Context: an optimization exercise on an open-source flow, tuned for small area and a short achievable clock period. The choices shown serve that exercise and are no tape-out recipe. Only simulation tests tie the RTL to the original design; equivalence was not proved.

==> flow/design.v (outline; a module is shown in full before it is edited, if it fits) <==
// module es_buf: 3 lines
// module es_mux: 3 lines
// module es_div_hi: 1474 lines
// module es_div_lo: 3134 lines
// module exec_stage: 2788 lines
module exec_stage (
    input  logic        clk,
    input  logic        rst_n,
    input  logic        in_valid,
    input  logic [31:0] instr,
    input  logic [31:0] pc,
    input  logic [31:0] rs1_val,
    input  logic [31:0] rs2_val,
    output logic        out_valid,
    output logic [31:0] rd_data,
    output logic        rd_write,
    output logic [31:0] next_pc,
    output logic        illegal
);
  // ...
==> flow/flow/run.sh <==
#!/bin/bash
set -euo pipefail
bash standard.sh SETUP_SLACK_MARGIN=157 finish > make.log 2>&1
==> flow/standard.sh <==
#!/bin/bash
# synth_recipe.tcl (not shown) runs the flow's synth.tcl, then flattens the netlist and writes it again
# the make line also repeats each setting of config.mk as NAME=value (left out here)
make -C /OpenROAD-flow-scripts/flow DESIGN_CONFIG=/design/flow/config.mk WORK_HOME=/design/flow/orfs CLKGATE_MAP_FILE= SYNTH_SCRIPT=/design/flow/synth_recipe.tcl "${@:-finish}"
==> flow/config.mk <==
export PLATFORM = sky130hd
export DESIGN_NAME = exec_stage
export DESIGN_NICKNAME = exec_stage
export VERILOG_FILES = /design/flow/design.v
export SDC_FILE = /design/flow/constraint.sdc
export NUM_CORES = 4
export LEC_CHECK = 0
export ABC_AREA = 1
export CAP_MARGIN = 35
export CORE_MARGIN = 2
export CORE_UTILIZATION = 40
export GPL_TIMING_DRIVEN = 0
export PLACE_DENSITY = 0.75
export SLEW_MARGIN = 35
export SYNTH_HIERARCHICAL = 1
==> flow/constraint.sdc <==
create_clock -name core_clock -period 250.0 [get_ports {clk}]
set_input_delay 50.0000 -clock core_clock [delete_from_list [all_inputs] [get_ports {clk}]]
set_output_delay 50.0000 -clock core_clock [all_outputs]
set_load 0.01 [all_outputs]
==> results.txt, run 1 <==
initial antenna violation count=16; tapcells inserted=2044; Multi-input gate area=54300 um^2; Yosys reg bits=123; Max-slew headroom=19.6%; antenna-violating nets left=0; most frequent cells in the layout=nand2_1 (1581), inv_1 (1181), ha_1 (682); routed length on met3=35900 um; Final Instance Count excl. Fillers=10977; status=timing/DRC/antenna clean; pre-CTS WS=145.72 ns; final worst slack=158.02 ns; DR WL met2=135000 um; top routing layer in use=met5; compound-cell area share of the yosys netlist=17.0%; CP Class=flip-flop to output port; num sequential=123; post-layout instance area=72700 um^2; top cell category=multi-input combinational cells; Multi-input comb cells=6458; first-pass GRT wire length=444000 um; Slew @ Worst Pin=1.21 ns; Vias/cell=6.03; GR Util All Layers=38.8%; P&R area growth vs syn=16.7%; buffering overhead=10.5%; cts repair resizes=320; detailed-route DRC error count=0
==> run 2, diff against run 1 <==
==> flow/flow/run.sh (replaced) <==
#!/bin/bash
set -euo pipefail
bash standard.sh SETUP_SLACK_MARGIN=157 "BUFFER_PORTS_ARGS=-buffer_cell sky130_fd_sc_hd__buf_2" finish > make.log 2>&1
==> run 2 against run 1 <==
Still clean on timing, DRC and antenna. Worst setup slack worse by 0.057 ns. Global-route usage is 2.4 points higher. Area after synthesis unchanged. Die area is the same. Non-clock buffer count is 9 higher. Flip-flop and latch count is the same. Critical path type unchanged.
==> results.txt, run 2 <==
status=timing/DRC/antenna clean (unchanged); Max-slew headroom=25.2% (was 19.6%); hold_buf cts=0 (unchanged); Vias/cell=6.03 (about the same); pre-CTS WS=145.73 ns (was 145.72 ns); total wire length=338000 um (was 318000 um); Crit path buffers/inverters=75 (was 70); GR Util All Layers=41.2% (was 38.8%); gp weighted congestion=1.13 (about the same); Max Root-Sink Buffers=2 (unchanged); RSZ-0062 raised after global routing=true (unchanged); CP Max Fanout=10 (unchanged); compound-cell area share of the yosys netlist=17.0% (unchanged); CTS buffer count=17 (unchanged); P&R area growth vs syn=15.7% (was 16.7%); Syn Nets=9977 (unchanged); Mean Syn Cell Area=7.35 um^2 (unchanged); Hold WS=49.36 ns (was 49.75 ns); Yosys reg bits=123 (unchanged); initial core utilization=40.4% (unchanged); DR vias=66267 (was 66236); Startpoint Class=flip-flop (unchanged); post-synthesis adder-cell area fraction=35.7% (unchanged); clock transition at the registers of the reported paths=0.06 ns (was 0.07 ns); critical path's most frequent cell=nand2_1 (unchanged); hpwl dp=274000 um (was 256000 um); # port buffers=192 (unchanged); final worst-path cycle share=36.8% (about the same); Yosys top cell by area=fa_1 (unchanged); Final nets=10436 (was 10427); CP Class=flip-flop to output port (unchanged); FMAX=10.9 MHz (about the same); Post-Synth Simple-Gate Area=19.9% (unchanged); minimum clock period=92.04 ns (was 91.98 ns); Core Box Area=154000 um^2 (unchanged); sequential share of the synthesized area=3.96% (unchanged); CP required=200.00 ns (about the same); top-count cell post-synth=nand2_1 (unchanged); largest net degree at the start of global routing=19 (unchanged); antenna-violating nets left=0 (unchanged); die footprint=159000 um^2 (unchanged); Tightest Hold Check Type=primary input to async pin (unchanged); largest family of logic cells by synthesized area=adder cells (unchanged); asr flop ratio synth=0.813% (unchanged); max-cap viol count=0 (unchanged); Post-synth top cells=nand2_1 (1623), inv_1 (1230), ha_1 (725), fa_1 (657), xor2_1 (625) (unchanged); cell family with most CP delay=compound AO/OA/AOI/OAI gates (unchanged); Congestion Overflow GR=0 (unchanged); # H-tree levels=4 (unchanged); Final Hold Fails=0 (unchanged); vias in the first global route=64081 (was 64517); clock sink count=123 (unchanged); setup violators final=0 (unchanged); ys flop type=dfxtp_1 (unchanged); # placed instances=10745 (was 10727); DR pass1 iterations=9 (was 10); mux cell area share after synthesis=0.0643% (unchanged); Slew @ Worst Pin=1.12 ns (was 1.21 ns); Worst path slowest cell=dfxtp_4 (was dfxtp_1); Post-Syn Instances=8464 (unchanged); Yosys top cell area share=21.1% (unchanged); top-level port count=198 (unchanged); Post-Synth XOR/XNOR Area=10.5% (unchanged); CP endpoint kind=output port (unchanged); Synth warnings=7 (unchanged); arrival time at the worst endpoint=42.04 ns (was 41.98 ns); most common cell after layout, fill and taps aside=nand2_1 (unchanged); ratio of cells with drive above 1 in the final layout=19.3% (was 16.4%); die width=398 um (unchanged); Distinct cells, synth=75 (unchanged); crit-path max cell delay=0.45 ns (was 0.69 ns); WL/cell=30.8 um (was 29.0 um); number of synthesized flops with an enable pin=0 (unchanged); Top Registers=next_pc: 32 flops, x_q: 32 flops, y_q: 32 flops (unchanged); detailed-route DRC error count=0 (unchanged); top post-synthesis cells by area=fa_1 (21%), ha_1 (15%), nand2_1 (9.8%) (unchanged); cell area after synthesis=62200 um^2 (unchanged); Starting DRT DRC Count=7635 (was 7722); post-layout instance area=72000 um^2 (was 72700 um^2); clk root buf=clkbuf_16 (unchanged); most frequent cells in the layout=nand2_1 (1564), inv_1 (1184), ha_1 (683) (was nand2_1 (1581), inv_1 (1181), ha_1 (682)); DP Area=66900 um^2 (was 67500 um^2); CTS tree=built (unchanged); row count=144 (unchanged); Die Height=398 um (unchanged); first-pass GRT wire length=465000 um (was 444000 um); Final Instance Count excl. Fillers=10990 (was 10977); max-slew violations=0 (unchanged); final worst slack=157.96 ns (was 158.02 ns); final setup TNS=0 ns (unchanged); Filler cells=15358 (was 15175); initial antenna violation count=8 (was 16)
## run 2: cell counts after synthesis
Identical to the previous run, type by type.
## run 2: layer usage
layer	vias to the layer above	share of wire (%)	track usage (%)
met1	32638	39	50.8
met4	10	8.0	26.3
li1	28812	-	-
met2	3800	41	60.3
met5	-	0.12	1.57
met3	1007	12	15.1
## run 2: final timing paths
check	start	end	slack [ns]	cells after the start
setup / recovery	x_q[13]	rd_data[31]	157.96	291
hold / removal	rst_n	out_valid	49.36	1
max in group asynchronous	rst_n	out_valid	200.53	1
min in group core_clock	pc[0]	next_pc[0]	49.66	1
## run 2: repair_timing
item	in CTS	in global routing
pin swaps	74	183
cloned	0	4
resized for setup	313	383
buffers inserted	80	114
setup endpoints to repair	52	51
## run 2: area by class of cell
type | instances | area [um^2] | share of cell area, %
repair buffers | 440 | 3350 | 4.66
multi-input cells | 6458 | 54300 | 75.4
flip-flops and latches | 123 | 2510 | 3.48
clock inverters | 14 | 160 | 0.222
clock buffers | 18 | 439 | 0.610
diodes | 10 | 25.0 | 0.0347
inverters | 1308 | 5070 | 7.04
well taps | 2044 | 2560 | 3.55
plain buffers | 575 | 3600 | 5.00
## run 2: Yosys stat by module, one instance, submodules excluded
module      area [um^2]  cells  times used  flops+latches
exec_stage        32900   4264           1            123
es_buf             7.51      1          44              0
es_div_lo         19800   2902           1              0
es_div_hi          9170   1254           1              0
## run 2: cell families (layout without fill, tap and decap cells)
kind of cell	Yosys count	count (layout)
mux	4	4
flops	123	123
buf+inv	1883	2355
compound gates	1549	1549
xor+xnor	737	737
simple gates	2786	2786
other cells	0	10
fa+ha+maj	1382	1382
## run 2: stage by stage
stage               util, %
floorplan                 -
global route           46.7
finish                 46.7
global placement       42.6
CTS                    45.0
detailed placement     43.4
==> run 3, diff against run 2 <==
--- a/flow/config.mk
+++ b/flow/config.mk
@@ -9,7 +9,7 @@
 export CAP_MARGIN = 35
 export CORE_MARGIN = 2
-export CORE_UTILIZATION = 40
-export GPL_TIMING_DRIVEN = 0
-export PLACE_DENSITY = 0.75
+export CORE_UTILIZATION = 55
+export GPL_TIMING_DRIVEN = 1
+export PLACE_DENSITY = 0.8
 export SLEW_MARGIN = 35
 export SYNTH_HIERARCHICAL = 1
==> run 3 against run 2 <==
Still clean. Cell area shrank 6.2%. Area after synthesis is the same. Highest routed layer unchanged. Synthesized cell count is the same. Via count shrank 3.7%. Critical path depth shrank 24.
==> results.txt, run 3 <==
status=timing/DRC/antenna clean (unchanged); RSZ-0062 raised after global routing=false (was true); gp weighted congestion=1.04 (was 1.13); Top Registers=next_pc: 32 flops, x_q: 32 flops, y_q: 32 flops (unchanged); # H-tree levels=4 (unchanged); die width=340 um (was 398 um); antenna-violating nets left=0 (unchanged); Filler cells=10070 (was 15358); Core Box Area=112000 um^2 (was 154000 um^2); Syn Nets=9977 (unchanged); crit-path max cell delay=0.46 ns (was 0.45 ns); Final Hold Fails=0 (unchanged); CP required=200.00 ns (about the same); Max Root-Sink Buffers=2 (unchanged); DR pass1 iterations=13 (was 9); arrival time at the worst endpoint=41.70 ns (was 42.04 ns); Worst path slowest cell=fa_1 (was dfxtp_4); total wire length=249000 um (was 338000 um); Congestion Overflow GR=0 (unchanged); Final nets=10004 (was 10436); final setup TNS=0 ns (unchanged); GR Util All Layers=40.9% (was 41.2%); Tightest Hold Check Type=primary input to async pin (unchanged); initial antenna violation count=9 (was 8); die footprint=116000 um^2 (was 159000 um^2); # port buffers=192 (unchanged); Startpoint Class=flip-flop (unchanged); WL/cell=24.9 um (was 30.8 um); final worst-path cycle share=36.7% (was 36.8%); DP Area=63600 um^2 (was 66900 um^2); vias in the first global route=61824 (was 64081); Slew @ Worst Pin=1.07 ns (was 1.12 ns); post-layout instance area=67500 um^2 (was 72000 um^2); number of synthesized flops with an enable pin=0 (unchanged); first-pass GRT wire length=365000 um (was 465000 um); Distinct cells, synth=75 (unchanged); clock sink count=123 (unchanged); max-slew violations=0 (unchanged); initial core utilization=55.4% (was 40.4%); CP endpoint kind=output port (unchanged); ratio of cells with drive above 1 in the final layout=15.5% (was 19.3%); row count=123 (was 144); top-count cell post-synth=nand2_1 (unchanged); Starting DRT DRC Count=7978 (was 7635); ys flop type=dfxtp_1 (unchanged); largest net degree at the start of global routing=40 (was 19); Max-slew headroom=28.4% (was 25.2%); Yosys top cell area share=21.1% (unchanged); CP Class=flip-flop to output port (unchanged); critical path's most frequent cell=nand2_1 (unchanged); CP Max Fanout=29 (was 10); top post-synthesis cells by area=fa_1 (21%), ha_1 (15%), nand2_1 (9.8%) (unchanged); Vias/cell=6.38 (was 6.03); minimum clock period=91.70 ns (was 92.04 ns); CTS buffer count=17 (unchanged); Post-synth top cells=nand2_1 (1623), inv_1 (1230), ha_1 (725), fa_1 (657), xor2_1 (625) (unchanged); CTS tree=built (unchanged); P&R area growth vs syn=8.52% (was 15.7%); cell area after synthesis=62200 um^2 (unchanged); DR vias=63794 (was 66267); Yosys top cell by area=fa_1 (unchanged); Die Height=340 um (was 398 um); Sequential Area=2480 um^2 (was 2510 um^2); Post-Syn Instances=8464 (unchanged); most common cell after layout, fill and taps aside=nand2_1 (unchanged); max-cap viol count=0 (unchanged); sequential share of the synthesized area=3.96% (unchanged); top-level port count=198 (unchanged); clk root buf=clkbuf_16 (unchanged); most frequent cells in the layout=nand2_1 (1595), inv_1 (1199), ha_1 (697) (was nand2_1 (1564), inv_1 (1184), ha_1 (683)); Multi-input gate area=53300 um^2 (was 54300 um^2); Yosys reg bits=123 (unchanged); asr flop ratio synth=0.813% (unchanged); hpwl dp=185000 um (was 274000 um); Synth warnings=7 (unchanged); Mean Syn Cell Area=7.35 um^2 (unchanged); clock transition at the registers of the reported paths=0.06 ns (about the same); FMAX=10.9 MHz (about the same); detailed-route DRC error count=0 (unchanged); setup violators final=0 (unchanged)
run 3: cell counts after synthesis:
No cell type changed its count.
run 3: Yosys stat by module, one instance, submodules excluded:
| module | flip-flops and latches | cells |
|---|---|---|
| exec_stage | 123 | 4264 |
| es_div_lo | 0 | 2902 |
| es_div_hi | 0 | 1254 |
| es_buf | 0 | 1 |
run 3: metal layers:
metal	part of all wire [%]	GRT usage [%]	vias to the layer above	wire [um]
met5	0.065	0.572	-	161
met4	7.7	24.1	12	19100
met3	13	12.2	1233	33000
met2	42	63.0	4429	106000
met1	37	50.7	30233	91500
li1	-	-	27887	-
run 3: timing repair:
| item | CTS | global route |
|---|---|---|
| pin swaps | 19 | 80 |
| hold buffers | 0 | 0 |
| setup endpoints to repair | 52 | 52 |
| gates cloned | 12 | 16 |
| resized for setup | 130 | 264 |
| setup buffers | 39 | 135 |
run 3: stage by stage:
step           hold WS (ns)  std cells  utilization, %  worst slack [ns]
3_5_place_dp          49.78       9769            56.6            149.41
2_1_floorplan         49.70       8464               -            160.21
3_3_place_gp          49.79       9768            56.6            150.60
4_1_cts               49.32       9851            57.9            156.99
5_1_grt               49.32      10003            60.1            156.34
6_report              49.33      10006            60.1            158.30
run 3: kinds of logic after synthesis:
family	count (synthesis)	share of synthesized area, %
simple gates	2786	19.9
buf+inv	1883	12.9
compound gates	1549	17.0
fa+ha+maj	1382	35.7
xor+xnor	737	10.5
flops	123	3.96
mux	4	0.0643
run 3: layout make-up:
type	count	share of cell area (%)
diodes	3	0.0111
clock buffers	17	0.630
multi-input cells	6459	78.9
inverters	1308	7.54
clock inverters	14	0.274
repair inverters	20	0.206
well taps	1500	2.78
repair buffers	562	5.96
flip-flops and latches	123	3.67
run 3: final timing paths:
kind | depth (start not counted) | endpoint | slack, ns | start
min in group core_clock | 1 | out_valid | 49.66 | in_valid
hold / removal | 1 | out_valid | 49.33 | rst_n
max in group asynchronous | 1 | out_valid | 200.59 | rst_n
setup / recovery | 267 | rd_data[31] | 158.30 | x_q[14]
run 3: worst max-delay path: cells and delay by family (launching register included):
family | cells | cell delay (ns)
AO/OA/AOI/OAI | 77 | 14.16
XOR/XNOR | 3 | 0.67
adder cells (fa/ha/maj) | 24 | 7.56
buffers and inverters | 49 | 6.33
flip-flops | 1 | 0.30
AND/OR/NAND/NOR | 114 | 11.79

## port drivers added, routing unchanged
Ports are ideal in the flow. The routed layouts listed here were re-timed in OpenROAD.
Step 1 sets driving cells, clkbuf_16 on the clock port and buf_2 on the other inputs (assumed; they add their load-dependent delay and slew).
Step 2, shift: input delay + t, output delay - t, t = (earliest + latest rising clock arrival at the registers) / 2. This alone moves slack from input paths to output paths.
Slacks: ideal / step 1 / step 2; pairs: ideal / step 1.
| run | shift t [ns] | slack for setup (ns) | hold slack, ns | latest minus earliest clock arrival (ns) | slew at the worst register clock pin (ns) |
|---|---|---|---|---|---|
| run 1 | 0.496 | 158.016 / 157.957 / 158.453 | 49.754 / 49.720 / 50.217 | 0.022 / 0.023 | 0.08 / 0.08 |
| run 2 | 0.486 | 157.959 / 157.907 / 158.393 | 49.356 / 49.335 / 49.821 | 0.014 / 0.014 | 0.07 / 0.07 |
| run 3 | 0.487 | 158.301 / 158.245 / 158.733 | 49.326 / 49.302 / 49.789 | 0.015 / 0.015 | 0.07 / 0.07 |
After both steps every run listed still meets setup and hold.
